Background: an optimization exercise with open tools, aiming at small area, a short achievable clock period and few clock cycles per item. Do not read the settings as production practice. No run shown here included a check of the RTL's function; only the layout flow was run. No activity file was given, so power comes from the tool's default toggle rates.

## flow/design.v (module list and top-level ports; edited modules follow where they fit)
// module cdd_pipe_ctrl: 25 lines
// module cdd_stage1: 1266 lines
// module cdd_stage2: 621 lines
// module cdd_final: 507 lines
// module cdd_clean: 40 lines
// module calendar_date_difference: 94 lines
module calendar_date_difference (
  input  logic                           clk_i,
  input  logic                           rst_ni,
  input  logic                           in_valid_i,
  output logic                           in_ready_o,
  input  logic [cdd_pkg::YEAR_W-1:0]     first_year_i,
  input  logic [cdd_pkg::MONTH_W-1:0]    first_month_i,
  input  logic [cdd_pkg::DAY_W-1:0]      first_day_i,
  input  logic [cdd_pkg::YEAR_W-1:0]     second_year_i,
  input  logic [cdd_pkg::MONTH_W-1:0]    second_month_i,
  input  logic [cdd_pkg::DAY_W-1:0]      second_day_i,
  output logic                           out_valid_o,
  input  logic                           out_ready_i,
  output logic [cdd_pkg::DIFF_W-1:0]     day_difference_o
);
  // ...
==> flow/flow/run.sh <==
#!/bin/bash
# Layout flow: the standard flow (standard.sh) with two changes:
# - the buffers that buffer_ports puts on every input and output port are
#   sky130_fd_sc_hd__buf_1 instead of the cell OpenROAD picks by default;
# - Yosys's synth skips its quick internal ABC pass (SYNTH_ARGS=-noabc), so
#   the full adders written in the RTL reach extract_fa as written; the
#   technology mapping ABC pass after it runs as usual.
set -euo pipefail
export BUFFER_PORTS_ARGS="-buffer_cell sky130_fd_sc_hd__buf_1"
export SYNTH_ARGS="-noabc"
bash standard.sh finish > standard_flow.log 2>&1
==> flow/standard.sh <==
#!/bin/bash
# synth_recipe.tcl (not shown) runs the flow's synth.tcl, then flattens the netlist and writes it again
# the make line also repeats each setting of config.mk as NAME=value (left out here)
make -C /OpenROAD-flow-scripts/flow DESIGN_CONFIG=/design/flow/config.mk WORK_HOME=/design/flow/orfs CLKGATE_MAP_FILE= SYNTH_SCRIPT=/design/flow/synth_recipe.tcl "${@:-finish}"
==> flow/config.mk <==
export PLATFORM = sky130hd
export DESIGN_NAME = calendar_date_difference
export DESIGN_NICKNAME = calendar_date_difference
export VERILOG_FILES = /design/flow/design.v
export SDC_FILE = /design/flow/constraint.sdc
export NUM_CORES = 4
export LEC_CHECK = 0
export CAP_MARGIN = 20
export CORE_MARGIN = 2
export CORE_UTILIZATION = 40
export SETUP_SLACK_MARGIN = 2.7
export SLEW_MARGIN = 20
==> flow/constraint.sdc <==
create_clock -name core_clock -period 7.0 [get_ports {clk_i}]
set_input_delay 1.4000 -clock core_clock [delete_from_list [all_inputs] [get_ports {clk_i}]]
set_output_delay 1.4000 -clock core_clock [all_outputs]
set_load 0.01 [all_outputs]
==> reports/summary.txt, run 1 <==
Worst-case clock buffer depth = 2
Leak Pwr = 6.04 nW
Dpl ws = 2.11 ns
Chip height = 178 um
Reg area = 0.00293 sq mm
P_comb = 4.99 mW
Crit path buf inv count = 5
Antenna violations before repair = 1
Biggest register = cs_q
Inverters, non-clock = 231
Worst Hold Slack = 0.483 ns
Commonest non-fill, non-tap cell in the layout = inv_1
Synth async-reset ratio = 2.04%
Max FO, Critical Path = 5
Setup violators final = 0
Placed insts = 1,630
Hold Buf Count CTS = 0
Initial core utilization = 40.9%
Worst reg2reg setup slack = 2.82 ns
CP Capture Point = cb_q[4]
Die width = 178 um
GPL Wtd Cong = 0.862
CTS tree = done
M1 GR Usage = 22.2%
Cell with the most instances after synthesis = inv_1
Final Hold Vio Count = 0
Outcome = finished clean
Clock power frac = 7.3%
DRC = 0
Most frequent cells in the layout = 225 x inv_1, 150 x ha_1, 134 x fa_1, 96 x edfxtp_1, 60 x nor2_1
Hold Crit Depth = 1
Max reg flops = 43
Seq/Total Area, Yosys = 24.1%
GR Overflow Total = 0
CP endpoint kind = flip-flop
==> module cdd_stage2, before the edit <==
module cdd_stage2 (
  input  logic [11:0] dt_i,
  input  logic [8:0]  ua_i,
  input  logic [8:0]  ub_i,
  input  logic [1:0]  ra_i,
  input  logic [1:0]  rb_i,
  input  logic [6:0]  ca_i,
  input  logic [6:0]  cb_i,
  input  logic        la_i,
  input  logic        ga_i,
  input  logic        lb_i,
  input  logic        gb_i,
  output logic [43:0] cs_o,
  output logic        sg_o
);
  logic [5:0] kp;
  logic s2_s1;
  logic s2_c2;
  logic s2_s3;
  logic s2_c4;
  logic s2_s5;
  logic s2_c6;
  logic s2_s7;
  logic s2_c8;
  logic s2_s9;
  logic s2_c10;
  logic s2_s11;
  logic s2_c12;
  logic s2_s13;
  logic s2_c14;
  logic s2_s15;
  logic s2_c16;
  logic s2_s17;
  logic s2_c18;
  logic s2_s19;
  logic s2_c20;
  logic s2_s21;
  logic s2_c22;
  logic s2_s23;
  logic s2_c24;
  logic s2_s25;
  logic s2_c26;
  logic s2_s27;
  logic s2_c28;
  logic s2_s29;
  logic s2_c30;
  logic s2_s31;
  logic s2_c32;
  logic s2_s33;
  logic s2_c34;
  logic s2_s35;
  logic s2_c36;
  logic s2_s37;
  logic s2_c38;
  logic s2_s39;
  logic s2_c40;
  logic s2_s41;
  logic s2_c42;
  logic s2_s43;
  logic s2_c44;
  logic s2_s45;
  logic s2_c46;
  logic s2_s47;
  logic s2_c48;
  logic s2_s49;
  logic s2_c50;
  logic s2_s51;
  logic s2_c52;
  logic s2_s53;
  logic s2_c54;
  logic s2_s55;
  logic s2_c56;
  logic s2_s57;
  logic s2_c58;
  logic s2_s59;
  logic s2_c60;
  logic s2_s61;
  logic s2_c62;
  logic s2_s63;
  logic s2_c64;
  logic s2_s65;
  logic s2_c66;
  logic s2_i67;
  logic s2_s68;
  logic s2_c69;
  logic s2_s70;
  logic s2_c71;
  logic s2_s72;
  logic s2_c73;
  logic s2_s74;
  logic s2_c75;
  logic s2_s76;
  logic s2_c77;
  logic s2_s78;
  logic s2_c79;
  logic s2_s80;
  logic s2_c81;
  logic s2_i82;
  logic s2_s83;
  logic s2_c84;
  logic s2_s85;
  logic s2_c86;
  logic s2_s87;
  logic s2_c88;
  logic s2_s89;
  logic s2_c90;
  logic s2_s91;
  logic s2_c92;
  logic s2_s93;
  logic s2_c94;
  logic s2_s95;
  logic s2_c96;
  logic s2_c97;
  logic s2_s98;
  logic s2_c99;
  logic s2_s100;
  logic s2_c101;
  logic s2_s102;
  logic s2_c103;
  logic s2_c104;
  logic s2_s105;
  logic s2_c106;
  logic s2_s107;
  logic s2_c108;
  logic s2_s109;
  logic s2_c110;
  logic s2_s111;
  logic s2_c112;
  logic s2_s113;
  logic s2_c114;
  logic s2_s115;
  logic s2_c116;
  logic s2_s117;
  logic s2_c118;
  logic s2_s119;
  logic s2_c120;
  logic s2_s121;
  logic s2_c122;
  logic s2_s123;
  logic s2_c124;
  logic s2_s125;
  logic s2_c126;
  logic s2_s127;
  logic s2_c128;
  logic s2_s129;
  logic s2_c130;
  logic s2_s131;
  logic s2_c132;
  logic s2_s133;
  logic s2_c134;
  logic s2_s135;
  logic s2_c136;
  logic s2_s137;
  logic s2_c138;
  logic s2_s139;
  logic s2_c140;
  logic s2_c141;
  logic s2_s142;
  logic s2_c143;
  logic s2_i144;
  logic s2_s145;
  logic s2_c146;
  logic s2_i147;
  logic s2_s148;
  logic s2_c149;
  logic s2_s150;
  logic s2_c151;
  logic s2_s152;
  logic s2_c153;
  logic s2_i154;
  logic s2_s155;
  logic s2_c156;
  logic s2_s157;
  logic s2_c158;
  logic s2_s159;
  logic s2_c160;
  logic s2_s161;
  logic s2_c162;
  logic s2_i163;
  logic s2_s164;
  logic s2_c165;
  logic s2_s166;
  logic s2_c167;
  logic s2_i168;
  logic s2_s169;
  logic s2_c170;
  logic s2_s171;
  logic s2_c172;
  logic s2_s173;
  logic s2_c174;
  logic s2_s175;
  logic s2_c176;
  logic s2_s177;
  logic s2_c178;
  logic s2_s179;
  logic s2_c180;
  logic s2_s181;
  logic s2_c182;
  logic s2_s183;
  logic s2_c184;
  logic s2_s185;
  logic s2_c186;
  logic s2_s187;
  logic s2_c188;
  logic s2_s189;
  logic s2_c190;
  logic s2_c191;
  logic s2_s192;
  logic s2_c193;
  logic s2_s194;
  logic s2_c195;
  logic s2_s196;
  logic s2_c197;
  logic s2_s198;
  logic s2_c199;
  logic s2_c200;
  logic s2_s201;
  logic s2_c202;
  logic s2_s203;
  logic s2_c204;
  logic s2_s205;
  logic s2_c206;
  logic s2_s207;
  logic s2_c208;
  logic s2_s209;
  logic s2_c210;
  logic s2_s211;
  logic s2_c212;
  logic s2_i213;
  logic s2_s214;
  logic s2_c215;
  logic s2_i216;
  logic s2_s217;
  logic s2_c218;
  logic s2_s219;
  logic s2_c220;
  logic s2_s221;
  logic s2_c222;
  logic s2_s223;
  logic s2_c224;
  logic s2_s225;
  logic s2_c226;
  logic s2_s227;
  logic s2_c228;
  logic s2_s229;
  logic s2_c230;
  logic s2_s231;
  logic s2_c232;
  logic s2_s233;
  logic s2_c234;
  logic s2_s235;
  logic s2_c236;
  logic s2_s237;
  logic s2_c238;
  logic s2_i239;
  logic s2_s240;
  logic s2_c241;
  logic s2_s242;
  logic s2_c243;
  logic s2_s244;
  logic s2_c245;
  logic s2_s246;
  logic s2_c247;
  logic s2_s248;
  logic s2_c249;
  logic s2_s250;
  logic s2_c251;
  logic s2_c252;
  logic s2_s253;
  logic s2_c254;
  logic s2_i255;
  logic s2_s256;
  logic s2_c257;
  logic s2_i258;
  logic s2_s259;
  logic s2_c260;
  logic s2_i261;
  logic s2_s262;
  logic s2_c263;
  logic s2_s264;
  logic s2_c265;
  logic s2_s266;
  logic s2_c267;
  logic s2_s268;
  logic s2_c269;
  logic s2_s270;
  logic s2_c271;
  logic s2_s272;
  logic s2_c273;
  logic s2_s274;
  logic s2_c275;
  logic s2_s276;
  logic s2_c277;
  logic s2_i278;
  logic s2_s279;
  logic s2_c280;
  logic s2_s281;
  logic s2_c282;
  logic s2_s283;
  logic s2_c284;
  logic s2_s285;
  logic s2_c286;
  logic s2_s287;
  logic s2_c288;
  logic s2_s289;
  logic s2_c290;
  logic s2_c291;
  logic s2_s292;
  logic s2_c293;
  logic s2_s294;
  logic s2_c295;
  logic        dt_zero, y_lt, y_eq;
  logic [9:0]  ea, eb;
  always_comb begin
    dt_zero = (dt_i == 12'h800);
    y_lt    = !dt_i[11] || (dt_zero && (ra_i < ~rb_i));
    y_eq    = dt_zero && (ra_i == ~rb_i);
    ea      = {1'b0, ua_i} - 10'(la_i) - (ga_i ? 10'd28 : 10'd0);
    eb      = {1'b0, ~ub_i} - 10'(lb_i) - (gb_i ? 10'd28 : 10'd0);
    sg_o    = y_lt || (y_eq && (ea <= eb));
  end
  always_comb begin
    kp = 6'd32 - 6'(la_i) - (ga_i ? 6'd28 : 6'd0) + 6'(lb_i) + (gb_i ? 6'd28 : 6'd0);
  end
  assign s2_s1 = dt_i[3] ^ dt_i[1];
  assign s2_c2 = dt_i[3] & dt_i[1];
  assign s2_s3 = dt_i[4] ^ dt_i[2];
  assign s2_c4 = dt_i[4] & dt_i[2];
  assign s2_s5 = dt_i[0] ^ ra_i[0] ^ rb_i[0];
  assign s2_c6 = (dt_i[0] & ra_i[0]) | (dt_i[0] & rb_i[0]) | (ra_i[0] & rb_i[0]);
  assign s2_s7 = dt_i[1] ^ ra_i[1] ^ rb_i[1];
  assign s2_c8 = (dt_i[1] & ra_i[1]) | (dt_i[1] & rb_i[1]) | (ra_i[1] & rb_i[1]);
  assign s2_s9 = ua_i[1] ^ ub_i[1];
  assign s2_c10 = ua_i[1] & ub_i[1];
  assign s2_s11 = dt_i[2] ^ dt_i[0] ^ ra_i[0];
  assign s2_c12 = (dt_i[2] & dt_i[0]) | (dt_i[2] & ra_i[0]) | (dt_i[0] & ra_i[0]);
  assign s2_s13 = rb_i[0] ^ ua_i[2] ^ ub_i[2];
  assign s2_c14 = (rb_i[0] & ua_i[2]) | (rb_i[0] & ub_i[2]) | (ua_i[2] & ub_i[2]);
  assign s2_s15 = ra_i[0] ^ ra_i[1] ^ rb_i[0];
  assign s2_c16 = (ra_i[0] & ra_i[1]) | (ra_i[0] & rb_i[0]) | (ra_i[1] & rb_i[0]);
  assign s2_s17 = rb_i[1] ^ ua_i[3] ^ ub_i[3];
  assign s2_c18 = (rb_i[1] & ua_i[3]) | (rb_i[1] & ub_i[3]) | (ua_i[3] & ub_i[3]);
  assign s2_s19 = ca_i[3] ^ cb_i[3] ^ kp[3];
  assign s2_c20 = (ca_i[3] & cb_i[3]) | (ca_i[3] & kp[3]) | (cb_i[3] & kp[3]);
  assign s2_s21 = dt_i[0] ^ ra_i[1] ^ rb_i[1];
  assign s2_c22 = (dt_i[0] & ra_i[1]) | (dt_i[0] & rb_i[1]) | (ra_i[1] & rb_i[1]);
  assign s2_s23 = ua_i[4] ^ ub_i[4] ^ ca_i[4];
  assign s2_c24 = (ua_i[4] & ub_i[4]) | (ua_i[4] & ca_i[4]) | (ub_i[4] & ca_i[4]);
  assign s2_s25 = ca_i[6] ^ cb_i[6];
  assign s2_c26 = ca_i[6] & cb_i[6];
  assign s2_s27 = cb_i[4] ^ kp[4];
  assign s2_c28 = cb_i[4] & kp[4];
  assign s2_s29 = dt_i[5] ^ dt_i[3] ^ dt_i[1];
  assign s2_c30 = (dt_i[5] & dt_i[3]) | (dt_i[5] & dt_i[1]) | (dt_i[3] & dt_i[1]);
  assign s2_s31 = dt_i[0] ^ ra_i[0] ^ rb_i[0];
  assign s2_c32 = (dt_i[0] & ra_i[0]) | (dt_i[0] & rb_i[0]) | (ra_i[0] & rb_i[0]);
  assign s2_s33 = ua_i[5] ^ ub_i[5] ^ ca_i[5];
  assign s2_c34 = (ua_i[5] & ub_i[5]) | (ua_i[5] & ca_i[5]) | (ub_i[5] & ca_i[5]);
  assign s2_s35 = cb_i[5] ^ kp[5] ^ s2_c4;
  assign s2_c36 = (cb_i[5] & kp[5]) | (cb_i[5] & s2_c4) | (kp[5] & s2_c4);
  assign s2_s37 = dt_i[6] ^ dt_i[4] ^ dt_i[2];
  assign s2_c38 = (dt_i[6] & dt_i[4]) | (dt_i[6] & dt_i[2]) | (dt_i[4] & dt_i[2]);
  assign s2_s39 = dt_i[1] ^ ra_i[0] ^ ra_i[1];
  assign s2_c40 = (dt_i[1] & ra_i[0]) | (dt_i[1] & ra_i[1]) | (ra_i[0] & ra_i[1]);
  assign s2_s41 = rb_i[0] ^ rb_i[1] ^ ua_i[6];
  assign s2_c42 = (rb_i[0] & rb_i[1]) | (rb_i[0] & ua_i[6]) | (rb_i[1] & ua_i[6]);
  assign s2_s43 = ub_i[6] ^ ca_i[6] ^ cb_i[6];
  assign s2_c44 = (ub_i[6] & ca_i[6]) | (ub_i[6] & cb_i[6]) | (ca_i[6] & cb_i[6]);
  assign s2_s45 = dt_i[7] ^ dt_i[5] ^ dt_i[3];
  assign s2_c46 = (dt_i[7] & dt_i[5]) | (dt_i[7] & dt_i[3]) | (dt_i[5] & dt_i[3]);
  assign s2_s47 = dt_i[2] ^ dt_i[0] ^ ra_i[1];
  assign s2_c48 = (dt_i[2] & dt_i[0]) | (dt_i[2] & ra_i[1]) | (dt_i[0] & ra_i[1]);
  assign s2_s49 = rb_i[1] ^ ua_i[7];
  assign s2_c50 = rb_i[1] & ua_i[7];
  assign s2_s51 = dt_i[8] ^ dt_i[6] ^ dt_i[4];
  assign s2_c52 = (dt_i[8] & dt_i[6]) | (dt_i[8] & dt_i[4]) | (dt_i[6] & dt_i[4]);
  assign s2_s53 = dt_i[3] ^ dt_i[1] ^ dt_i[0];
  assign s2_c54 = (dt_i[3] & dt_i[1]) | (dt_i[3] & dt_i[0]) | (dt_i[1] & dt_i[0]);
  assign s2_s55 = dt_i[9] ^ dt_i[7];
  assign s2_c56 = dt_i[9] & dt_i[7];
  assign s2_s57 = ua_i[0] ^ ub_i[0] ^ ca_i[0];
  assign s2_c58 = (ua_i[0] & ub_i[0]) | (ua_i[0] & ca_i[0]) | (ub_i[0] & ca_i[0]);
  assign s2_s59 = ca_i[1] ^ cb_i[1] ^ kp[1];
  assign s2_c60 = (ca_i[1] & cb_i[1]) | (ca_i[1] & kp[1]) | (cb_i[1] & kp[1]);
  assign s2_s61 = ca_i[3] ^ cb_i[3];
  assign s2_c62 = ca_i[3] & cb_i[3];
  assign s2_s63 = s2_s9 ^ s2_c6;
  assign s2_c64 = s2_s9 & s2_c6;
  assign s2_s65 = ca_i[2] ^ cb_i[2] ^ kp[2];
  assign s2_c66 = (ca_i[2] & cb_i[2]) | (ca_i[2] & kp[2]) | (cb_i[2] & kp[2]);
  assign s2_i67 = ~s2_c10;
  assign s2_s68 = ca_i[4] ^ cb_i[4] ^ s2_i67;
  assign s2_c69 = (ca_i[4] & cb_i[4]) | (ca_i[4] & s2_i67) | (cb_i[4] & s2_i67);
  assign s2_s70 = s2_c8 ^ s2_s11 ^ s2_s13;
  assign s2_c71 = (s2_c8 & s2_s11) | (s2_c8 & s2_s13) | (s2_s11 & s2_s13);
  assign s2_s72 = ca_i[5] ^ cb_i[5];
  assign s2_c73 = ca_i[5] & cb_i[5];
  assign s2_s74 = s2_s1 ^ s2_c12 ^ s2_c14;
  assign s2_c75 = (s2_s1 & s2_c12) | (s2_s1 & s2_c14) | (s2_c12 & s2_c14);
  assign s2_s76 = s2_s15 ^ s2_s17 ^ s2_s19;
  assign s2_c77 = (s2_s15 & s2_s17) | (s2_s15 & s2_s19) | (s2_s17 & s2_s19);
  assign s2_s78 = s2_c2 ^ s2_s27 ^ s2_s3;
  assign s2_c79 = (s2_c2 & s2_s27) | (s2_c2 & s2_s3) | (s2_s27 & s2_s3);
  assign s2_s80 = s2_c16 ^ s2_c18 ^ s2_c20;
  assign s2_c81 = (s2_c16 & s2_c18) | (s2_c16 & s2_c20) | (s2_c18 & s2_c20);
  assign s2_i82 = ~s2_s25;
  assign s2_s83 = s2_i82 ^ s2_s21 ^ s2_s23;
  assign s2_c84 = (s2_i82 & s2_s21) | (s2_i82 & s2_s23) | (s2_s21 & s2_s23);
  assign s2_s85 = s2_c28 ^ s2_c26;
  assign s2_c86 = s2_c28 | ~s2_c26;
  assign s2_s87 = s2_c22 ^ s2_c24 ^ s2_s29;
  assign s2_c88 = (s2_c22 & s2_c24) | (s2_c22 & s2_s29) | (s2_c24 & s2_s29);
  assign s2_s89 = s2_s31 ^ s2_s33 ^ s2_s35;
  assign s2_c90 = (s2_s31 & s2_s33) | (s2_s31 & s2_s35) | (s2_s33 & s2_s35);
  assign s2_s91 = s2_c30 ^ s2_c32 ^ s2_c34;
  assign s2_c92 = (s2_c30 & s2_c32) | (s2_c30 & s2_c34) | (s2_c32 & s2_c34);
  assign s2_s93 = s2_s37 ^ s2_s39 ^ s2_s41;
  assign s2_c94 = (s2_s37 & s2_s39) | (s2_s37 & s2_s41) | (s2_s39 & s2_s41);
  assign s2_s95 = s2_s43 ^ s2_c36;
  assign s2_c96 = s2_s43 & s2_c36;
  assign s2_c97 = s2_s95 | s2_c96;
  assign s2_s98 = ub_i[7] ^ s2_s49 ^ s2_c38;
  assign s2_c99 = (ub_i[7] & s2_s49) | (ub_i[7] & s2_c38) | (s2_s49 & s2_c38);
  assign s2_s100 = s2_c40 ^ s2_c42 ^ s2_c44;
  assign s2_c101 = (s2_c40 & s2_c42) | (s2_c40 & s2_c44) | (s2_c42 & s2_c44);
  assign s2_s102 = s2_s45 ^ s2_s47;
  assign s2_c103 = s2_s45 & s2_s47;
  assign s2_c104 = s2_s102 | s2_c103;
  assign s2_s105 = ra_i[0] ^ rb_i[0] ^ ua_i[8];
  assign s2_c106 = (ra_i[0] & rb_i[0]) | (ra_i[0] & ua_i[8]) | (rb_i[0] & ua_i[8]);
  assign s2_s107 = ub_i[8] ^ s2_c50 ^ s2_c46;
  assign s2_c108 = (ub_i[8] & s2_c50) | (ub_i[8] & s2_c46) | (s2_c50 & s2_c46);
  assign s2_s109 = s2_c48 ^ s2_s51 ^ s2_s53;
  assign s2_c110 = (s2_c48 & s2_s51) | (s2_c48 & s2_s53) | (s2_s51 & s2_s53);
  assign s2_s111 = dt_i[5] ^ dt_i[4] ^ dt_i[2];
  assign s2_c112 = (dt_i[5] & dt_i[4]) | (dt_i[5] & dt_i[2]) | (dt_i[4] & dt_i[2]);
  assign s2_s113 = dt_i[1] ^ ra_i[1] ^ rb_i[1];
  assign s2_c114 = (dt_i[1] & ra_i[1]) | (dt_i[1] & rb_i[1]) | (ra_i[1] & rb_i[1]);
  assign s2_s115 = s2_s55 ^ s2_c52 ^ s2_c54;
  assign s2_c116 = (s2_s55 & s2_c52) | (s2_s55 & s2_c54) | (s2_c52 & s2_c54);
  assign s2_s117 = dt_i[10] ^ dt_i[8] ^ dt_i[6];
  assign s2_c118 = (dt_i[10] & dt_i[8]) | (dt_i[10] & dt_i[6]) | (dt_i[8] & dt_i[6]);
  assign s2_s119 = dt_i[5] ^ dt_i[3] ^ dt_i[2];
  assign s2_c120 = (dt_i[5] & dt_i[3]) | (dt_i[5] & dt_i[2]) | (dt_i[3] & dt_i[2]);
  assign s2_s121 = dt_i[0] ^ s2_c56;
  assign s2_c122 = dt_i[0] & s2_c56;
  assign s2_s123 = dt_i[11] ^ dt_i[9] ^ dt_i[7];
  assign s2_c124 = (dt_i[11] & dt_i[9]) | (dt_i[11] & dt_i[7]) | (dt_i[9] & dt_i[7]);
  assign s2_s125 = dt_i[6] ^ dt_i[4] ^ dt_i[3];
  assign s2_c126 = (dt_i[6] & dt_i[4]) | (dt_i[6] & dt_i[3]) | (dt_i[4] & dt_i[3]);
  assign s2_s127 = dt_i[10] ^ dt_i[8] ^ dt_i[7];
  assign s2_c128 = (dt_i[10] & dt_i[8]) | (dt_i[10] & dt_i[7]) | (dt_i[8] & dt_i[7]);
  assign s2_s129 = dt_i[5] ^ dt_i[4];
  assign s2_c130 = dt_i[5] & dt_i[4];
  assign s2_s131 = dt_i[11] ^ dt_i[9] ^ dt_i[8];
  assign s2_c132 = (dt_i[11] & dt_i[9]) | (dt_i[11] & dt_i[8]) | (dt_i[9] & dt_i[8]);
  assign s2_s133 = dt_i[10] ^ dt_i[9];
  assign s2_c134 = dt_i[10] & dt_i[9];
  assign s2_s135 = ca_i[2] ^ cb_i[0] ^ kp[0];
  assign s2_c136 = (ca_i[2] & cb_i[0]) | (ca_i[2] & kp[0]) | (cb_i[0] & kp[0]);
  assign s2_s137 = s2_c58 ^ s2_s59 ^ s2_s7;
  assign s2_c138 = (s2_c58 & s2_s59) | (s2_c58 & s2_s7) | (s2_s59 & s2_s7);
  assign s2_s139 = ca_i[2] ^ s2_s61;
  assign s2_c140 = ca_i[2] & s2_s61;
  assign s2_c141 = s2_s139 | s2_c140;
  assign s2_s142 = s2_c60 ^ s2_s65 ^ s2_c64;
  assign s2_c143 = (s2_c60 & s2_s65) | (s2_c60 & s2_c64) | (s2_s65 & s2_c64);
  assign s2_i144 = ~s2_s70;
  assign s2_s145 = s2_c62 ^ s2_s68 ^ s2_i144;
  assign s2_c146 = (s2_c62 & s2_s68) | (s2_c62 & s2_i144) | (s2_s68 & s2_i144);
  assign s2_i147 = ~s2_c66;
  assign s2_s148 = s2_s72 ^ s2_i147 ^ s2_c69;
  assign s2_c149 = (s2_s72 & s2_i147) | (s2_s72 & s2_c69) | (s2_i147 & s2_c69);
  assign s2_s150 = s2_c71 ^ s2_s74 ^ s2_s76;
  assign s2_c151 = (s2_c71 & s2_s74) | (s2_c71 & s2_s76) | (s2_s74 & s2_s76);
  assign s2_s152 = s2_s78 ^ s2_c75 ^ s2_c77;
  assign s2_c153 = (s2_s78 & s2_c75) | (s2_s78 & s2_c77) | (s2_c75 & s2_c77);
  assign s2_i154 = ~s2_c73;
  assign s2_s155 = s2_i154 ^ s2_s80 ^ s2_s83;
  assign s2_c156 = (s2_i154 & s2_s80) | (s2_i154 & s2_s83) | (s2_s80 & s2_s83);
  assign s2_s157 = s2_s85 ^ s2_c79 ^ s2_c81;
  assign s2_c158 = (s2_s85 & s2_c79) | (s2_s85 & s2_c81) | (s2_c79 & s2_c81);
  assign s2_s159 = s2_c84 ^ s2_s87 ^ s2_s89;
  assign s2_c160 = (s2_c84 & s2_s87) | (s2_c84 & s2_s89) | (s2_s87 & s2_s89);
  assign s2_s161 = s2_c86 ^ s2_c88 ^ s2_s91;
  assign s2_c162 = (s2_c86 & s2_c88) | (s2_c86 & s2_s91) | (s2_c88 & s2_s91);
  assign s2_i163 = ~s2_s95;
  assign s2_s164 = s2_i163 ^ s2_s93 ^ s2_c90;
  assign s2_c165 = (s2_i163 & s2_s93) | (s2_i163 & s2_c90) | (s2_s93 & s2_c90);
  assign s2_s166 = s2_c92 ^ s2_c94 ^ s2_s98;
  assign s2_c167 = (s2_c92 & s2_c94) | (s2_c92 & s2_s98) | (s2_c94 & s2_s98);
  assign s2_i168 = ~s2_s102;
  assign s2_s169 = s2_i168 ^ s2_s100 ^ s2_c97;
  assign s2_c170 = (s2_i168 & s2_s100) | (s2_i168 & s2_c97) | (s2_s100 & s2_c97);
  assign s2_s171 = s2_s105 ^ s2_c99 ^ s2_c101;
  assign s2_c172 = (s2_s105 & s2_c99) | (s2_s105 & s2_c101) | (s2_c99 & s2_c101);
  assign s2_s173 = s2_s107 ^ s2_c104 ^ s2_s109;
  assign s2_c174 = (s2_s107 & s2_c104) | (s2_s107 & s2_s109) | (s2_c104 & s2_s109);
  assign s2_s175 = s2_c106 ^ s2_s111 ^ s2_s113;
  assign s2_c176 = (s2_c106 & s2_s111) | (s2_c106 & s2_s113) | (s2_s111 & s2_s113);
  assign s2_s177 = s2_c108 ^ s2_c110 ^ s2_s115;
  assign s2_c178 = (s2_c108 & s2_c110) | (s2_c108 & s2_s115) | (s2_c110 & s2_s115);
  assign s2_s179 = s2_c112 ^ s2_c114 ^ s2_s117;
  assign s2_c180 = (s2_c112 & s2_c114) | (s2_c112 & s2_s117) | (s2_c114 & s2_s117);
  assign s2_s181 = s2_s119 ^ s2_s121 ^ s2_c116;
  assign s2_c182 = (s2_s119 & s2_s121) | (s2_s119 & s2_c116) | (s2_s121 & s2_c116);
  assign s2_s183 = dt_i[1] ^ s2_c122 ^ s2_c118;
  assign s2_c184 = (dt_i[1] & s2_c122) | (dt_i[1] & s2_c118) | (s2_c122 & s2_c118);
  assign s2_s185 = s2_c120 ^ s2_s123 ^ s2_s125;
  assign s2_c186 = (s2_c120 & s2_s123) | (s2_c120 & s2_s125) | (s2_s123 & s2_s125);
  assign s2_s187 = dt_i[2] ^ s2_s129 ^ s2_c124;
  assign s2_c188 = (dt_i[2] & s2_s129) | (dt_i[2] & s2_c124) | (s2_s129 & s2_c124);
  assign s2_s189 = s2_c126 ^ s2_s127;
  assign s2_c190 = s2_c126 & s2_s127;
  assign s2_c191 = s2_s189 | s2_c190;
  assign s2_s192 = dt_i[6] ^ dt_i[5] ^ dt_i[3];
  assign s2_c193 = (dt_i[6] & dt_i[5]) | (dt_i[6] & dt_i[3]) | (dt_i[5] & dt_i[3]);
  assign s2_s194 = s2_c130 ^ s2_c128 ^ s2_s131;
  assign s2_c195 = (s2_c130 & s2_c128) | (s2_c130 & s2_s131) | (s2_c128 & s2_s131);
  assign s2_s196 = dt_i[7] ^ dt_i[6] ^ dt_i[4];
  assign s2_c197 = (dt_i[7] & dt_i[6]) | (dt_i[7] & dt_i[4]) | (dt_i[6] & dt_i[4]);
  assign s2_s198 = s2_s133 ^ s2_c132;
  assign s2_c199 = s2_s133 & s2_c132;
  assign s2_c200 = s2_s198 | s2_c199;
  assign s2_s201 = dt_i[11] ^ dt_i[10] ^ dt_i[8];
  assign s2_c202 = (dt_i[11] & dt_i[10]) | (dt_i[11] & dt_i[8]) | (dt_i[10] & dt_i[8]);
  assign s2_s203 = dt_i[7] ^ dt_i[5] ^ s2_c134;
  assign s2_c204 = (dt_i[7] & dt_i[5]) | (dt_i[7] & s2_c134) | (dt_i[5] & s2_c134);
  assign s2_s205 = dt_i[11] ^ dt_i[9] ^ dt_i[8];
  assign s2_c206 = (dt_i[11] & dt_i[9]) | (dt_i[11] & dt_i[8]) | (dt_i[9] & dt_i[8]);
  assign s2_s207 = dt_i[10] ^ dt_i[9];
  assign s2_c208 = dt_i[10] & dt_i[9];
  assign s2_s209 = s2_s135 ^ s2_s57;
  assign s2_c210 = s2_s135 & s2_s57;
  assign s2_s211 = s2_c136 ^ s2_s139 ^ s2_s63;
  assign s2_c212 = (s2_c136 & s2_s139) | (s2_c136 & s2_s63) | (s2_s139 & s2_s63);
  assign s2_i213 = ~s2_c141;
  assign s2_s214 = s2_i213 ^ s2_c138 ^ s2_s142;
  assign s2_c215 = (s2_i213 & s2_c138) | (s2_i213 & s2_s142) | (s2_c138 & s2_s142);
  assign s2_i216 = ~s2_c143;
  assign s2_s217 = s2_i216 ^ s2_s148 ^ s2_c146;
  assign s2_c218 = (s2_i216 & s2_s148) | (s2_i216 & s2_c146) | (s2_s148 & s2_c146);
  assign s2_s219 = s2_c151 ^ s2_s152 ^ s2_s155;
  assign s2_c220 = (s2_c151 & s2_s152) | (s2_c151 & s2_s155) | (s2_s152 & s2_s155);
  assign s2_s221 = s2_c153 ^ s2_s157 ^ s2_c156;
  assign s2_c222 = (s2_c153 & s2_s157) | (s2_c153 & s2_c156) | (s2_s157 & s2_c156);
  assign s2_s223 = s2_c158 ^ s2_s161 ^ s2_c160;
  assign s2_c224 = (s2_c158 & s2_s161) | (s2_c158 & s2_c160) | (s2_s161 & s2_c160);
  assign s2_s225 = s2_c162 ^ s2_s166 ^ s2_c165;
  assign s2_c226 = (s2_c162 & s2_s166) | (s2_c162 & s2_c165) | (s2_s166 & s2_c165);
  assign s2_s227 = s2_c167 ^ s2_s171 ^ s2_c170;
  assign s2_c228 = (s2_c167 & s2_s171) | (s2_c167 & s2_c170) | (s2_s171 & s2_c170);
  assign s2_s229 = s2_s175 ^ s2_c172 ^ s2_c174;
  assign s2_c230 = (s2_s175 & s2_c172) | (s2_s175 & s2_c174) | (s2_c172 & s2_c174);
  assign s2_s231 = s2_c176 ^ s2_s179 ^ s2_c178;
  assign s2_c232 = (s2_c176 & s2_s179) | (s2_c176 & s2_c178) | (s2_s179 & s2_c178);
  assign s2_s233 = s2_c180 ^ s2_s183 ^ s2_s185;
  assign s2_c234 = (s2_c180 & s2_s183) | (s2_c180 & s2_s185) | (s2_s183 & s2_s185);
  assign s2_s235 = s2_c184 ^ s2_c186 ^ s2_s187;
  assign s2_c236 = (s2_c184 & s2_c186) | (s2_c184 & s2_s187) | (s2_c186 & s2_s187);
  assign s2_s237 = s2_s192 ^ s2_c188 ^ s2_c191;
  assign s2_c238 = (s2_s192 & s2_c188) | (s2_s192 & s2_c191) | (s2_c188 & s2_c191);
  assign s2_i239 = ~s2_s198;
  assign s2_s240 = s2_c193 ^ s2_s196 ^ s2_i239;
  assign s2_c241 = (s2_c193 & s2_s196) | (s2_c193 & s2_i239) | (s2_s196 & s2_i239);
  assign s2_s242 = s2_c197 ^ s2_s201 ^ s2_s203;
  assign s2_c243 = (s2_c197 & s2_s201) | (s2_c197 & s2_s203) | (s2_s201 & s2_s203);
  assign s2_s244 = dt_i[6] ^ s2_c202 ^ s2_s205;
  assign s2_c245 = (dt_i[6] & s2_c202) | (dt_i[6] & s2_s205) | (s2_c202 & s2_s205);
  assign s2_s246 = dt_i[7] ^ s2_s207 ^ s2_c206;
  assign s2_c247 = (dt_i[7] & s2_s207) | (dt_i[7] & s2_c206) | (s2_s207 & s2_c206);
  assign s2_s248 = dt_i[11] ^ dt_i[10] ^ dt_i[8];
  assign s2_c249 = (dt_i[11] & dt_i[10]) | (dt_i[11] & dt_i[8]) | (dt_i[10] & dt_i[8]);
  assign s2_s250 = s2_s5 ^ cb_i[2];
  assign s2_c251 = s2_s5 & cb_i[2];
  assign s2_c252 = s2_s5 ^ s2_c251;
  assign s2_s253 = s2_c210 ^ s2_s137 ^ s2_s211;
  assign s2_c254 = (s2_c210 & s2_s137) | (s2_c210 & s2_s211) | (s2_s137 & s2_s211);
  assign s2_i255 = ~s2_s145;
  assign s2_s256 = s2_c212 ^ s2_i255 ^ s2_s214;
  assign s2_c257 = (s2_c212 & s2_i255) | (s2_c212 & s2_s214) | (s2_i255 & s2_s214);
  assign s2_i258 = ~s2_s217;
  assign s2_s259 = s2_s150 ^ s2_c215 ^ s2_i258;
  assign s2_c260 = (s2_s150 & s2_c215) | (s2_s150 & s2_i258) | (s2_c215 & s2_i258);
  assign s2_i261 = ~s2_s219;
  assign s2_s262 = s2_c149 ^ s2_c218 ^ s2_i261;
  assign s2_c263 = (s2_c149 & s2_c218) | (s2_c149 & s2_i261) | (s2_c218 & s2_i261);
  assign s2_s264 = s2_s159 ^ s2_c220 ^ s2_s221;
  assign s2_c265 = (s2_s159 & s2_c220) | (s2_s159 & s2_s221) | (s2_c220 & s2_s221);
  assign s2_s266 = s2_s164 ^ s2_c222 ^ s2_s223;
  assign s2_c267 = (s2_s164 & s2_c222) | (s2_s164 & s2_s223) | (s2_c222 & s2_s223);
  assign s2_s268 = s2_s169 ^ s2_c224 ^ s2_s225;
  assign s2_c269 = (s2_s169 & s2_c224) | (s2_s169 & s2_s225) | (s2_c224 & s2_s225);
  assign s2_s270 = s2_s173 ^ s2_c226 ^ s2_s227;
  assign s2_c271 = (s2_s173 & s2_c226) | (s2_s173 & s2_s227) | (s2_c226 & s2_s227);
  assign s2_s272 = s2_s177 ^ s2_c228 ^ s2_s229;
  assign s2_c273 = (s2_s177 & s2_c228) | (s2_s177 & s2_s229) | (s2_c228 & s2_s229);
  assign s2_s274 = s2_s181 ^ s2_c230 ^ s2_s231;
  assign s2_c275 = (s2_s181 & s2_c230) | (s2_s181 & s2_s231) | (s2_c230 & s2_s231);
  assign s2_s276 = s2_c182 ^ s2_s233 ^ s2_c232;
  assign s2_c277 = (s2_c182 & s2_s233) | (s2_c182 & s2_c232) | (s2_s233 & s2_c232);
  assign s2_i278 = ~s2_s189;
  assign s2_s279 = s2_i278 ^ s2_c234 ^ s2_s235;
  assign s2_c280 = (s2_i278 & s2_c234) | (s2_i278 & s2_s235) | (s2_c234 & s2_s235);
  assign s2_s281 = s2_s194 ^ s2_c236 ^ s2_s237;
  assign s2_c282 = (s2_s194 & s2_c236) | (s2_s194 & s2_s237) | (s2_c236 & s2_s237);
  assign s2_s283 = s2_c195 ^ s2_s240 ^ s2_c238;
  assign s2_c284 = (s2_c195 & s2_s240) | (s2_c195 & s2_c238) | (s2_s240 & s2_c238);
  assign s2_s285 = s2_c200 ^ s2_c241 ^ s2_s242;
  assign s2_c286 = (s2_c200 & s2_c241) | (s2_c200 & s2_s242) | (s2_c241 & s2_s242);
  assign s2_s287 = s2_c204 ^ s2_s244 ^ s2_c243;
  assign s2_c288 = (s2_c204 & s2_s244) | (s2_c204 & s2_c243) | (s2_s244 & s2_c243);
  assign s2_s289 = s2_c245 ^ s2_s246;
  assign s2_c290 = s2_c245 & s2_s246;
  assign s2_c291 = s2_s289 | s2_c290;
  assign s2_s292 = s2_c208 ^ s2_s248 ^ s2_c247;
  assign s2_c293 = (s2_c208 & s2_s248) | (s2_c208 & s2_c247) | (s2_s248 & s2_c247);
  assign s2_s294 = dt_i[11] ^ dt_i[9] ^ s2_c249;
  assign s2_c295 = (dt_i[11] & dt_i[9]) | (dt_i[11] & s2_c249) | (dt_i[9] & s2_c249);
  assign cs_o = {dt_i[11], dt_i[10], dt_i[10], s2_c295, s2_s294, s2_c293, s2_s292, s2_c291, s2_s289, s2_c288, s2_s287, s2_c286, s2_s285, s2_c284, s2_s283, s2_c282, s2_s281, s2_c280, s2_s279, s2_c277, s2_s276, s2_c275, s2_s274, s2_c273, s2_s272, s2_c271, s2_s270, s2_c269, s2_s268, s2_c267, s2_s266, s2_c265, s2_s264, s2_c263, s2_s262, s2_c260, s2_s259, s2_c257, s2_s256, s2_c254, s2_s253, s2_c252, s2_s209, s2_s250};
endmodule
==> run 2: changes to the inputs <==
--- a/flow/design.v
+++ b/flow/design.v
@@ -1607,13 +1607,15 @@
   logic s2_s294;
   logic s2_c295;
-  logic        dt_zero, y_lt, y_eq;
-  logic [9:0]  ea, eb;
+  logic        dt_zero, y_lt, y_eq, e_le, same_le;
+  logic [8:0]  ea, eb;
   always_comb begin
-    dt_zero = (dt_i == 12'h800);
-    y_lt    = !dt_i[11] || (dt_zero && (ra_i < ~rb_i));
-    y_eq    = dt_zero && (ra_i == ~rb_i);
-    ea      = {1'b0, ua_i} - 10'(la_i) - (ga_i ? 10'd28 : 10'd0);
-    eb      = {1'b0, ~ub_i} - 10'(lb_i) - (gb_i ? 10'd28 : 10'd0);
-    sg_o    = y_lt || (y_eq && (ea <= eb));
+    dt_zero = dt_i[11] && (dt_i[10:0] == 11'd0);
+    y_lt    = !dt_i[11] || (dt_zero && ((!ra_i[1] && !rb_i[1]) || ((!ra_i[1] || !rb_i[1]) && (!ra_i[0] && !rb_i[0]))));
+    y_eq    = dt_zero && (ra_i[0] != rb_i[0]) && (ra_i[1] != rb_i[1]);
+    ea      = ga_i ? 9'd32 : ua_i;
+    eb      = gb_i ? 9'd32 : ~ub_i;
+    e_le    = !(((!eb[8] && ea[8]) || ((!eb[8] || ea[8]) && ((!eb[7] && ea[7]) || ((!eb[7] || ea[7]) && ((!eb[6] && ea[6]) || ((!eb[6] || ea[6]) && ((!eb[5] && ea[5]) || ((!eb[5] || ea[5]) && ((!eb[4] && ea[4]) || ((!eb[4] || ea[4]) && ((!eb[3] && ea[3]) || ((!eb[3] || ea[3]) && ((!eb[2] && ea[2]) || ((!eb[2] || ea[2]) && ((!eb[1] && ea[1]) || ((!eb[1] || ea[1]) && (!eb[0] && ea[0]))))))))))))))))));
+    same_le = (la_i && !lb_i) || (e_le && (la_i || !lb_i));
+    sg_o    = y_lt || (y_eq && same_le);
   end
   always_comb begin
--- a/flow/config.mk
+++ b/flow/config.mk
@@ -9,4 +9,4 @@
 export CORE_MARGIN = 2
 export CORE_UTILIZATION = 40
-export SETUP_SLACK_MARGIN = 2.7
+export SETUP_SLACK_MARGIN = 2.4
 export SLEW_MARGIN = 20
==> reports/summary.txt, run 2 <==
Outcome = finished clean
Worst setup path startpoint = gb_q
Setup violators final = 0 (unchanged)
WS Path Type = flip-flop to flip-flop
Critical hold path startpoint = u_ctrl.v1_q
Biggest regs = cs_q x43, dt_q x12
Final Hold Vio Count = 0 (unchanged)
DRC = 0 (unchanged)
Vias in the first global route = 7,274
Crit path buf inv count = 1 (-4)
Required @ worst endpoint = 7.09 ns
Via count = 7,314
Die footprint = 0.0298 sq mm
Unrepaired setup endpoints after global routing = yes
CP cell instances = ha_1 > ha_1 > inv_1 > fa_1 > xor2_1 > fa_1 > fa_1 > fa_1 > fa_1 > fa_1
Iteration count of the initial detailed-routing pass = 5
PortBufs = 73
Int Power = 3.50 mW
Sequential share of power = 21.9%
Ys flop type = edfxtp_1
Inserted Clock Buffers = 9
Worst Hold Slack = 0.475 ns (-0.00818 ns)
Drt wl/cell = 14.7 um
Worst Tran Pin Value = 0.682 ns
Mapped Nets = 1,405
Most frequent CP cell = fa_1
Max FO, Critical Path = 9 (+4)
First-pass GRT wire length = 37.2 mm
Sw power = 2.92 mW
Gate power share = 70.8%
Max incr delay on CP = 0.53 ns
Max reg flops = 43 (unchanged)
Post-Synth XOR/XNOR Area = 6.39%
Peak Freq = 226 MHz
Simple-Gate Fraction of Synth Area = 8.55%
Placeable Area = 0.0279 sq mm
H-tree depth = 3
Antenna violations before repair = 0 (-1)
Critical path's slowest cell = edfxtp_1
Clk sink count = 98
Netlist cell types = 64
Crit path DAT = 4.52 ns
GRT Total Usage = 15.4%
Ys Warns = 4
CTS tree = done
Antenna diodes = 0
Chip height = 173 um (-3.3%)
Yosys top cell by area = edfxtp_1
Commonest non-fill, non-tap cell in the layout = inv_1
Worst path top cell family by delay = adder cells
Min Tclk post-route = 4.43 ns
Most instantiated cells after synthesis = 203 x inv_1, 136 x fa_1, 130 x ha_1
# Max-Cap Violations = 0
Adder-Cell Fraction of Synth Area = 38.2%
Synth Area in Compound Gates = 11.7%
Post-route ant nets = 0
Initial DRC Count = 507
Clock transition time at the flip-flop clock pins of the worst setup and hold paths = 0.07 ns
CTS Root Cell = clkbuf_16
Crit share post-route = 63.3%
Area Growth Syn to Fin = 8.12%
Largest family of logic cells by synthesized area = adder cells
Share of the synthesized area in the top cell type = 25.3%
Die width = 173 um (-3.3%)
Final core occ = 44.2%
Initial core utilization = 40.8% (about the same)
GR Overflow Total = 0 (unchanged)
Synth Cell Area = 0.0114 sq mm
CP endpoint kind = flip-flop
Setup Skew = 0.00949 ns
Top Ports = 74
Synth Register Bits = 98
Synth async-reset ratio = 2.04% (unchanged)
Relative max-transition margin = 54.5%
Switch share = 45.5%
Clock latency on the worst-skew pair = 0.35 ns
Syn Inst Count = 1,089
Fin. max-slew vios = 0
Worst-case clock buffer depth = 2 (unchanged)
Multiplexer share of the synthesized area = 0.440%
Most frequent cells in the layout = 203 x inv_1, 136 x fa_1, 130 x ha_1, 96 x edfxtp_1, 71 x buf_1
Seq/Total Area, Yosys = 25.8% (+1.7 points)
Leak Pwr = 5.37 nW (-11%)
Biggest register = cs_q
Reg2Reg Launch Point = gb_q
GPL Wtd Cong = 0.872 (+1.2%)
EDFF count, synth = 96
Cell with the most instances after synthesis = inv_1
Net count, final = 1,456
Hold Buf Count CTS = 0 (unchanged)
Vias per Instance = 4.80
Clock power frac = 7.4% (about the same)
Post-route setup TNS = 0 ns
Synthesized area per cell = 10.4 sq um
PwrDens = 522 mW/mm^2
Largest net degree at the start of global routing = 55
Crit start category = flip-flop
Layout cells sized above 1 = 4.54%
Synth top area cells = edfxtp_1 25%, fa_1 24%, ha_1 14%, inv_1 6.7%, xnor2_1 4.0%
Worst VDD drop = 0.000266 V
Hold Path Class = flip-flop to flip-flop
Post-DP HPWL = 19.0 mm
Routed wire length = 22.4 mm
# rows = 61
run 2: cell types whose count changed after synthesis, moves of 4 or more:
cell,change
nor2_1,-9
xnor2_1,-4
a21boi_0,-6
o21ai_0,-22
nor2b_1,+4
nand2b_1,-6
and2_1,-4
inv_1,-28
a21o_1,+4
nand2_1,-9
or2_2,-6
ha_1,-33
o21ai_1,+8
run 2: what timing repair did:
| action | CTS | global route |
|---|---|---|
| endpoints found under the setup margin | 2 | 8 |
| pin swaps | 0 | 3 |
| setup buffers | 0 | 6 |
| endpoints found under the hold margin | 0 | 0 |
| gates resized for setup | 3 | 9 |
run 2: final cells by class:
cell class	count	area [sq um]
clock inverter	7	58.8
tap	378	473
timing repair buffer	81	337
inverter	205	769
clock buffer	9	225
fill	2613	15600
sequential	98	2930
multi-input combinational	745	7500
run 2: worst reg2reg max path: stages, from the launching register on:
cell and delay (ns):
edfxtp_1 0.53, ha_1 0.38, ha_1 0.16, inv_1 0.05, fa_1 0.43, xor2_1 0.19, fa_1 0.49, fa_1 0.52
fa_1 0.45, fa_1 0.49, fa_1 0.48
run 2: path summary, 6_finish.rpt:
kind	end	slack (ns)	cells after the start
max in group asynchronous	u_ctrl.v1_q	6.05	1
hold reg to reg	u_ctrl.v2_q	0.47	1
setup reg to reg	cs_q[13]	2.57	10
hold / removal	u_ctrl.v2_q	0.47	1
setup / recovery	cs_q[13]	2.57	10
min in group asynchronous	u_ctrl.v2_q	0.82	1
run 2: cells by family after synthesis:
logic type | after synthesis
buffers and inverters | 246
AOI/OAI and AO/OA | 196
DFF | 98
adders and majority gates | 266
muxes | 5
and+or+nand+nor | 195
xor gates and xnor gates | 83
run 2: metrics by stage:
step	cells	power [mW]	setup WS [ns]	instance area (sq um)
after floorplan	1089	5.17	2.61	11400
after global placement	1501	5.95	2.00	11900
after detailed placement	1501	6.05	1.86	11900
after CTS	1517	6.54	2.42	12200
after global routing	1523	7.28	2.35	12300
final	1523	6.42	2.57	12300
run 2: per-layer routing:
layer	GRT usage, %	vias to the layer above	share of wire, %
met2	24.3	113	46
met3	1.74	14	3.0
met1	22.9	3456	50
met4	3.11	0	1.1
met5	0	-	0
li1	-	3731	-
run 2: power groups by stage:
stage	sequential (mW)	combinational [mW]	clock [mW]
global route	1.44	5.34	0.508
global placement	1.42	4.52	0
floorplan	1.36	3.81	0
finish	1.41	4.55	0.473
CTS	1.41	4.64	0.485
detailed placement	1.43	4.63	0
==> run 3: changes to the inputs <==
--- a/flow/config.mk
+++ b/flow/config.mk
@@ -9,4 +9,4 @@
 export CORE_MARGIN = 2
 export CORE_UTILIZATION = 40
-export SETUP_SLACK_MARGIN = 2.4
+export SETUP_SLACK_MARGIN = 2.6
 export SLEW_MARGIN = 20
==> reports/summary.txt, run 3 <==
Chip height = 173 um (unchanged)
Inserted Clock Buffers = 9 (unchanged)
First-pass GRT wire length = 37.3 mm (+0.13%)
Initial core utilization = 40.8% (unchanged)
CTS tree = done
Synthesized area per cell = 10.4 sq um (unchanged)
Post-route setup TNS = 0 ns (unchanged)
Share of the synthesized area in the top cell type = 25.3% (unchanged)
Drt wl/cell = 14.8 um (+0.86%)
Post-route ant nets = 0 (unchanged)
Clock transition time at the flip-flop clock pins of the worst setup and hold paths = 0.07 ns (about the same)
# Max-Cap Violations = 0 (unchanged)
Outcome = finished clean
Biggest regs = cs_q x43, dt_q x12
Synth top area cells = edfxtp_1 25%, fa_1 24%, ha_1 14%, inv_1 6.7%, xnor2_1 4.0%
Clock latency on the worst-skew pair = 0.35 ns (about the same)
Biggest register = cs_q
H-tree depth = 3 (unchanged)
Ys Warns = 4 (unchanged)
Switch share = 45.5% (about the same)
Seq/Total Area, Yosys = 25.8% (unchanged)
Final Hold Vio Count = 0 (unchanged)
Vias in the first global route = 7,302 (+0.38%)
Required @ worst endpoint = 7.09 ns (about the same)
Area Growth Syn to Fin = 9.46%
Total chip power = 6.46 mW (+0.57%)
Fin. max-slew vios = 0 (unchanged)
Sw power = 2.94 mW (+0.60%)
DRT met1 WL = 11.5 mm (+1.6%)
PortBufs = 73 (unchanged)
Int Power = 3.52 mW (+0.54%)
Cell with the most instances after synthesis = inv_1
Leak Pwr = 5.45 nW (+1.4%)
Max FO, Critical Path = 5 (-4)
Dpl ws = 1.86 ns (unchanged)
GRT Total Usage = 15.4% (+0.024 points)
Clk sink count = 98 (unchanged)
Netlist cell types = 64 (unchanged)
GR Overflow Total = 0 (unchanged)
Max reg flops = 43 (unchanged)
Worst-case clock buffer depth = 2 (unchanged)
DRC = 0 (unchanged)
CTS Root Cell = clkbuf_16
Crit start category = input pin
Initial DRC Count = 420 (-17%)
Syn Inst Count = 1,089 (unchanged)
Yosys top cell by area = edfxtp_1
Die width = 173 um (unchanged)
Unrepaired setup endpoints after global routing = yes
Hold Buf Count CTS = 0 (unchanged)
PwrDens = 519 mW/mm^2 (-0.67%)
Net count, final = 1,462 (+0.41%)
CP endpoint kind = flip-flop
Vias per Instance = 4.80 (about the same)
Setup violators final = 0 (unchanged)
Final WS setup = 2.69 ns (+0.123 ns)
Antenna violations before repair = 0 (unchanged)
Commonest non-fill, non-tap cell in the layout = inv_1
Relative max-transition margin = 54.6% (+0.11 points)
Most frequent cells in the layout = 202 x inv_1, 135 x fa_1, 127 x ha_1, 96 x edfxtp_1, 59 x buf_1
Largest net degree at the start of global routing = 55 (unchanged)
Routed wire length = 22.7 mm (+1.3%)
EDFF count, synth = 96 (unchanged)
Iteration count of the initial detailed-routing pass = 4 (-1)
Worst Hold Slack = 0.474 ns (-0.00103 ns)
Ys flop type = edfxtp_1
Most instantiated cells after synthesis = 203 x inv_1, 136 x fa_1, 130 x ha_1
# rows = 61 (unchanged)
DR WL met3 = 645 um (-5.3%)
Top Ports = 74 (unchanged)
Highest routed layer = met4
Setup Skew = 0.0102 ns (+0.000710 ns)
Worst VDD drop = 0.000267 V (about the same)
GPL Wtd Cong = 0.872 (unchanged)
WS Path Type = input pin to flip-flop
Hold Path Class = flip-flop to flip-flop
Synth async-reset ratio = 2.04% (unchanged)
Peak Freq = 232 MHz (+2.9%)
Clock power frac = 7.3% (about the same)
Synth Cell Area = 0.0114 sq mm (unchanged)
Worst Tran Pin Value = 0.680 ns (-0.00162 ns)
Crit path DAT = 4.39 ns (-0.13 ns)
Mapped Nets = 1,405 (unchanged)
Layout cells sized above 1 = 7.47% (+2.9 points)
Die footprint = 0.0298 sq mm (unchanged)
Placeable Area = 0.0279 sq mm (unchanged)
Synth Register Bits = 98 (unchanged)
Min Tclk post-route = 4.31 ns (-0.123 ns)
WL met2 = 10.4 mm (+1.4%)
Via count = 7,338 (+0.33%)
Sequential share of power = 21.8% (about the same)
Crit share post-route = 61.5% (-1.8 points)
Post-DP HPWL = 19.0 mm (unchanged)
Gate power share = 70.9% (about the same)
Antenna diodes = 0 (unchanged)
[run 3: cell counts after synthesis]
No cell type changed its count.
[run 3: kinds of logic (layout without fill, tap and decap cells)]
family	count (synthesis)	in the layout	share of synthesized area [%]
AOI/OAI and AO/OA	196	196	11.7
xor gates and xnor gates	83	83	6.39
adders and majority gates	266	266	38.2
buffers and inverters	246	308	8.92
DFF	98	98	25.8
muxes	5	5	0.440
and+or+nand+nor	195	195	8.55
[run 3: repair_timing]
item | CTS | global route
endpoints found under the setup margin | 9 | 19
resized for setup | 7 | 36
pin swaps | 1 | 16
setup buffers | 5 | 7
[run 3: metal layers]
layer / vias up / global-route usage [%]
li1: 3744 / -
met1: 3460 / 22.9
met2: 121 / 24.4
met3: 13 / 1.74
met4: 0 / 3.11
met5: - / 0
[run 3: power by group through the flow]
stage | combinational, mW | clock, mW | sequential (mW)
3_5_place_dp | 4.63 | 0 | 1.43
2_1_floorplan | 3.81 | 0 | 1.36
3_3_place_gp | 4.52 | 0 | 1.42
5_1_grt | 5.37 | 0.508 | 1.44
4_1_cts | 4.65 | 0.485 | 1.41
6_report | 4.58 | 0.474 | 1.41
[run 3: area by class of cell]
class	instances	area [sq um]
Clock buffer	9	225
Clock inverter	7	58.8
Fill cell	2603	15400
Inverter	205	769
Multi-Input combinational cell	745	7600
Sequential cell	98	2930
Tap cell	378	473
Timing Repair Buffer	87	397
[run 3: metrics by stage]
step | util [%] | std cells | area, sq um
after floorplan | - | 1089 | 11400
after global placement | 42.7 | 1501 | 11900
after detailed placement | 42.7 | 1501 | 11900
after CTS | 44.0 | 1522 | 12300
after global routing | 44.7 | 1529 | 12500
final | 44.7 | 1529 | 12500
[run 3: worst paths after layout]
path | startpoint | end | slack (ns) | cells past startpoint
max reg2reg | gb_q | cs_q[13] | 2.72 | 10
min in group asynchronous | rst_ni | u_ctrl.v2_q | 0.82 | 1
min | u_ctrl.v1_q | u_ctrl.v2_q | 0.47 | 1
min reg2reg | u_ctrl.v1_q | u_ctrl.v2_q | 0.47 | 1
max | second_year_i[2] | gb_q | 2.69 | 12
max in group asynchronous | rst_ni | u_ctrl.v1_q | 6.05 | 1
[run 3: worst max-delay path: stages]
cell and delay, ns:
buf_1 0.15, fa_1 0.56, inv_1 0.05, fa_1 0.50
inv_1 0.04, ha_1 0.36, a21oi_2 0.22, a21oi_1 0.10
a211o_1 0.33, o311a_1 0.38, a21oi_4 0.21, nor4_2 0.07

[afterwards: timing with drivers on the ports]
Ports are ideal in the flow. The routed layouts listed here were re-timed in OpenROAD. Step 1 (the two cells are an assumption about what drives the block):
set clk [get_ports {clk_i}]
set_driving_cell -lib_cell sky130_fd_sc_hd__clkbuf_16 $clk
set_driving_cell -lib_cell sky130_fd_sc_hd__buf_2 [delete_from_list [all_inputs] $clk]
Step 2 also shifts input and output timing later by t, the mid clock arrival at the registers, as if the neighbouring blocks saw the same clock. Three values: ideal, step 1, step 2; two values: the first two.
run	shift t [ns]	setup WS [ns]	worst setup path after step 2	worst slew at a driven data input, ns
run 1	0.400	2.581 / 2.590 / 2.191	input to register	0.08
run 2	0.384	2.571 / 2.571 / 2.231	input to register	0.03
run 3	0.384	2.694 / 2.710 / 2.326	input to register	0.04
After both steps every run listed still meets setup and hold. For run 1, which loses most, drivers alone change the setup slack by +0.009 ns; drivers and shift together by -0.390 ns.
